Source: an optimization exercise on an open RTL-to-GDS flow (aim: small area, a short achievable clock period and few clock cycles). Production flows keep margins and buffers that such runs may drop.
RTL that was checked went through simulation tests only; none was proved equivalent to the original.

==> 06-08 <==
## lsu_top
module lsu_top (
    input  logic                 clk_i,
    input  logic                 rst_n_i,
    input  logic                 req_i,
    output logic                 ack_o,
    input  logic [32-1:0] inst_i,
    input  logic [32-1:0] rs1_i,
    input  logic [32-1:0] rs2_i,
    output logic                 wb_valid_o,
    output logic [32-1:0] wb_data_o,
    output logic                 fault_o
);
Settings: LEC_CHECK=0, ABC_AREA=1, CAP_MARGIN=20, CORE_MARGIN=2, CORE_UTILIZATION=40, CTS_CLUSTER_DIAMETER=100, CTS_CLUSTER_SIZE=25, SETUP_SLACK_MARGIN=2.8, SLEW_MARGIN=75; clock period 5.0 ns.
run.sh (not shown) runs the stock make flow with config.mk's settings and CLKGATE_MAP_FILE= SYNTH_SCRIPT=/design/flow/synth_recipe.tcl, a recipe that flattens the netlist after the stock synthesis.
==> 12-11: changes against 06-08 <==
--- a/flow/design.v
+++ b/flow/design.v
@@ -45,11 +45,11 @@
     localparam int AW    = 8;
     localparam int WORDS = 2 ** (AW - 2);
     logic          ack_q;
     logic          fault_q;
     logic          ld_q;
-    logic [7:0]    st_hi_q;
+    logic          st_q;
     logic [7:0]    lo_q [4];
     logic [7:0]    hi_q;
     logic [3:0]    offd_q;
     logic [2:0]    f3_q;
     logic [31:0]   wdata_q;
@@ -137,17 +137,17 @@
     always_ff @(posedge clk_i) begin
         if (!rst_n_i) begin
             ack_q      <= 1'b0;
             fault_q    <= 1'b0;
             ld_q       <= 1'b0;
-            st_hi_q    <= '0;
+            st_q       <= 1'b0;
             wb_valid_q <= 1'b0;
         end else begin
             ack_q      <= req_i;
             fault_q    <= accept && !legal;
             ld_q       <= accept && legal && is_load;
-            st_hi_q    <= hi_sel & {8{accept && legal && is_store}};
+            st_q       <= accept && legal && is_store;
             wb_valid_q <= ld_q;
         end
     end
     always_ff @(posedge clk_i) begin
         for (int l = 0; l < 4; l++) begin
@@ -168,91 +168,96 @@
     end
     logic [31:0] mem [WORDS];
     for (genvar w = 0; w < WORDS; w++) begin : g_word
         for (genvar b = 0; b < 4; b++) begin : g_byte
             logic we;
-            assign we = st_hi_q[w / 8] & lo_q[b][w % 8];
+            assign we = st_q & hi_q[w / 8] & lo_q[b][w % 8];
             always_ff @(posedge clk_i) begin
                 if (we) begin
                     mem[w][8*b +: 8] <= wdata[8*b +: 8];
                 end
             end
         end
     end
     logic [7:0] grpb [8][4];
     logic [7:0] hs0  [4];
+    logic [7:0] hs1  [4];
+    logic [7:0] hsw;
     logic [7:0] ss1  [4];
     logic [7:0] ss23 [4];
     logic       is_b;
     logic       is_w;
     logic       sgn;
     logic       off_hi;
-    logic [7:0] sg1;
-    logic [7:0] sg23;
-    logic [31:0] ext;
+    logic [7:0] b0;
+    logic [7:0] b1;
+    logic [7:0] r2;
+    logic [7:0] r3;
+    logic       sx1;
+    logic       sx2;
+    logic       sx3;
     assign is_b   = f3_q[1:0] == 2'b00;
     assign is_w   = f3_q[1];
     assign sgn    = ~f3_q[2];
     assign off_hi = offd_q[2] | offd_q[3];
-    logic [7:0]  tk;
-    logic [3:0]  tl;
-    logic [3:0]  t0;
-    logic [7:0]  th;
-    logic [7:0]  lw [4];
-    logic        fill1;
-    logic        fill23;
     always_comb begin
         for (int h = 0; h < 8; h++) begin
             for (int l = 0; l < 4; l++) begin
-                for (int i = 0; i < 8; i++) begin
-                    for (int k = 0; k < 8; k++) begin
-                        tk[k] = mem[h*8+k][8*l+i] & lo_q[l][k];
-                    end
-                    grpb[h][l][i] = |tk;
+                grpb[h][l] = '0;
+                for (int k = 0; k < 8; k++) begin
+                    grpb[h][l] = grpb[h][l] | (mem[h*8+k][8*l +: 8] & {8{lo_q[l][k]}});
                 end
             end
         end
+        hsw = hi_q & {8{is_w}};
         for (int l = 0; l < 4; l++) begin
             hs0[l]  = hi_q & {8{offd_q[l]}};
+            hs1[l]  = (l == 1) ? hi_q & {8{~off_hi & ~is_b}} :
+                      (l == 3) ? hi_q & {8{off_hi & ~is_b}} : 8'h00;
             ss1[l]  = hs0[l] & {8{sgn & is_b}};
             ss23[l] = is_b ? hs0[l] & {8{sgn}} :
                       ((l == 1) ? hi_q & {8{~off_hi & sgn & ~is_w}} :
                        (l == 3) ? hi_q & {8{off_hi & sgn & ~is_w}} : 8'h00);
         end
+        b0   = '0;
+        b1   = '0;
+        r2   = '0;
+        r3   = '0;
+        sx1  = 1'b0;
+        sx2  = 1'b0;
+        sx3  = 1'b0;
         for (int h = 0; h < 8; h++) begin
             for (int l = 0; l < 4; l++) begin
-                tl[l] = grpb[h][l][7] & ss1[l][h];
-            end
-            sg1[h] = |tl;
-            for (int l = 0; l < 4; l++) begin
-                tl[l] = grpb[h][l][7] & ss23[l][h];
-            end
-            sg23[h] = |tl;
-        end
-        for (int l = 0; l < 4; l++) begin
-            for (int i = 0; i < 8; i++) begin
-                for (int h = 0; h < 8; h++) begin
-                    th[h] = grpb[h][l][i] & hi_q[h];
-                end
-                lw[l][i] = |th;
-            end
-        end
-        fill1  = |sg1;
-        fill23 = |sg23;
-        for (int i = 0; i < 8; i++) begin
-            for (int l = 0; l < 4; l++) begin
-                t0[l] = lw[l][i] & offd_q[l];
-            end
-            ext[i]      = |t0;
-            ext[8 + i]  = (lw[1][i] & ~off_hi & ~is_b) | (lw[3][i] & off_hi & ~is_b) | fill1;
-            ext[16 + i] = (lw[2][i] & is_w) | fill23;
-            ext[24 + i] = (lw[3][i] & is_w) | fill23;
-        end
-    end
+                b0   = b0 | (grpb[h][l] & {8{hs0[l][h]}});
+                b1   = b1 | (grpb[h][l] & {8{hs1[l][h]}});
+                sx1  = sx1 | (grpb[h][l][7] & ss1[l][h]);
+                sx2  = sx2 | (grpb[h][l][7] & ss23[l][h]);
+            end
+            r2 = r2 | (grpb[h][2] & {8{hsw[h]}});
+            r3 = r3 | (grpb[h][3] & {8{hsw[h]}});
+        end
+        for (int l = 0; l < 4; l++) begin
+            for (int h = 0; h < 8; h++) begin
+                sx3 = sx3 | (grpb[h][l][7] & ss23[l][h]);
+            end
+        end
+    end
+    logic [7:0]  b0_n_q;
+    logic [7:0]  b1_n_q;
+    logic [15:0] r23_n_q;
+    logic        sx1_n_q;
+    logic        sx2_n_q;
+    logic        sx3_n_q;
     always_ff @(posedge clk_i) begin
-        wb_data_q <= ext;
-    end
+        b0_n_q   <= ~b0;
+        b1_n_q   <= ~b1;
+        r23_n_q  <= ~{r3, r2};
+        sx1_n_q  <= ~sx1;
+        sx2_n_q  <= ~sx2;
+        sx3_n_q  <= ~sx3;
+    end
+    assign wb_data_q = {~(r23_n_q[15:8] & {8{sx3_n_q}}), ~(r23_n_q[7:0] & {8{sx2_n_q}}), ~(b1_n_q & {8{sx1_n_q}}), ~b0_n_q};
     assign ack_o      = ack_q;
     assign fault_o    = fault_q;
     assign wb_valid_o = wb_valid_q;
     assign wb_data_o  = wb_data_q;
 endmodule
==> flow/config.mk (replaced) <==
export PLATFORM = sky130hd
export DESIGN_NAME = lsu_top
export DESIGN_NICKNAME = lsu_top
export VERILOG_FILES = /design/flow/design.v
export SDC_FILE = /design/flow/constraint.sdc
export NUM_CORES = 4
export LEC_CHECK = 0
export CAP_MARGIN = 20
export CORE_MARGIN = 2
export CORE_UTILIZATION = 40
export SETUP_SLACK_MARGIN = 2.6
export SLEW_MARGIN = 20
==> results_dict.tcl <==
set metrics [dict create \
    taps 2672 \
    stdcell_area_um2 97200 \
    syn_avg_cell_area_um2 16.7 \
    outcome "timing/DRC/antenna clean" \
    met3_usage_pct 6.27 \
    wl_per_cell_um 33.6 \
    htree_levels 4 \
    routed_wirelength_um 271000 \
]
Source of the figures above: 12-11

==> results_dict.tcl <==
set metrics [dict create \
    met3_usage_pct 2.18 \
    outcome "timing/DRC/antenna clean" \
    routed_wirelength_um 235000 \
    taps 2854 \
]
Source of the figures above: 06-08

Testbench counts of 06-08, summed over its fixed seeds: cycles 32,000.
The RTL of 12-11 was laid out without a check of its function.

-- separate check: timing with driven ports --
In the flow no input, the clock included, has a driving cell. The finished layouts below were timed again as built, in two steps.
Step 1, drivers: a clkbuf_16 drives clk_i and a buf_2 each remaining input, both assumed.
Step 2 also shifts input and output timing later by t, the mid clock arrival at the registers, as if the neighbouring blocks saw the same clock.
Slacks: no drivers / after step 1 / after step 2; pairs: no drivers / after step 1.
run | t (ns) | setup slack, ns | pins driven straight from the clock port
06-08 | 0.849 | 2.608 / 2.590 / 2.028 | 1
12-11 | 0.927 | 2.246 / 2.161 / 1.722 | 1
After both steps every run listed still meets setup and hold. The setup slack of 06-08, which loses most, moves by -0.018 ns with the drivers and by -0.580 ns with both steps.
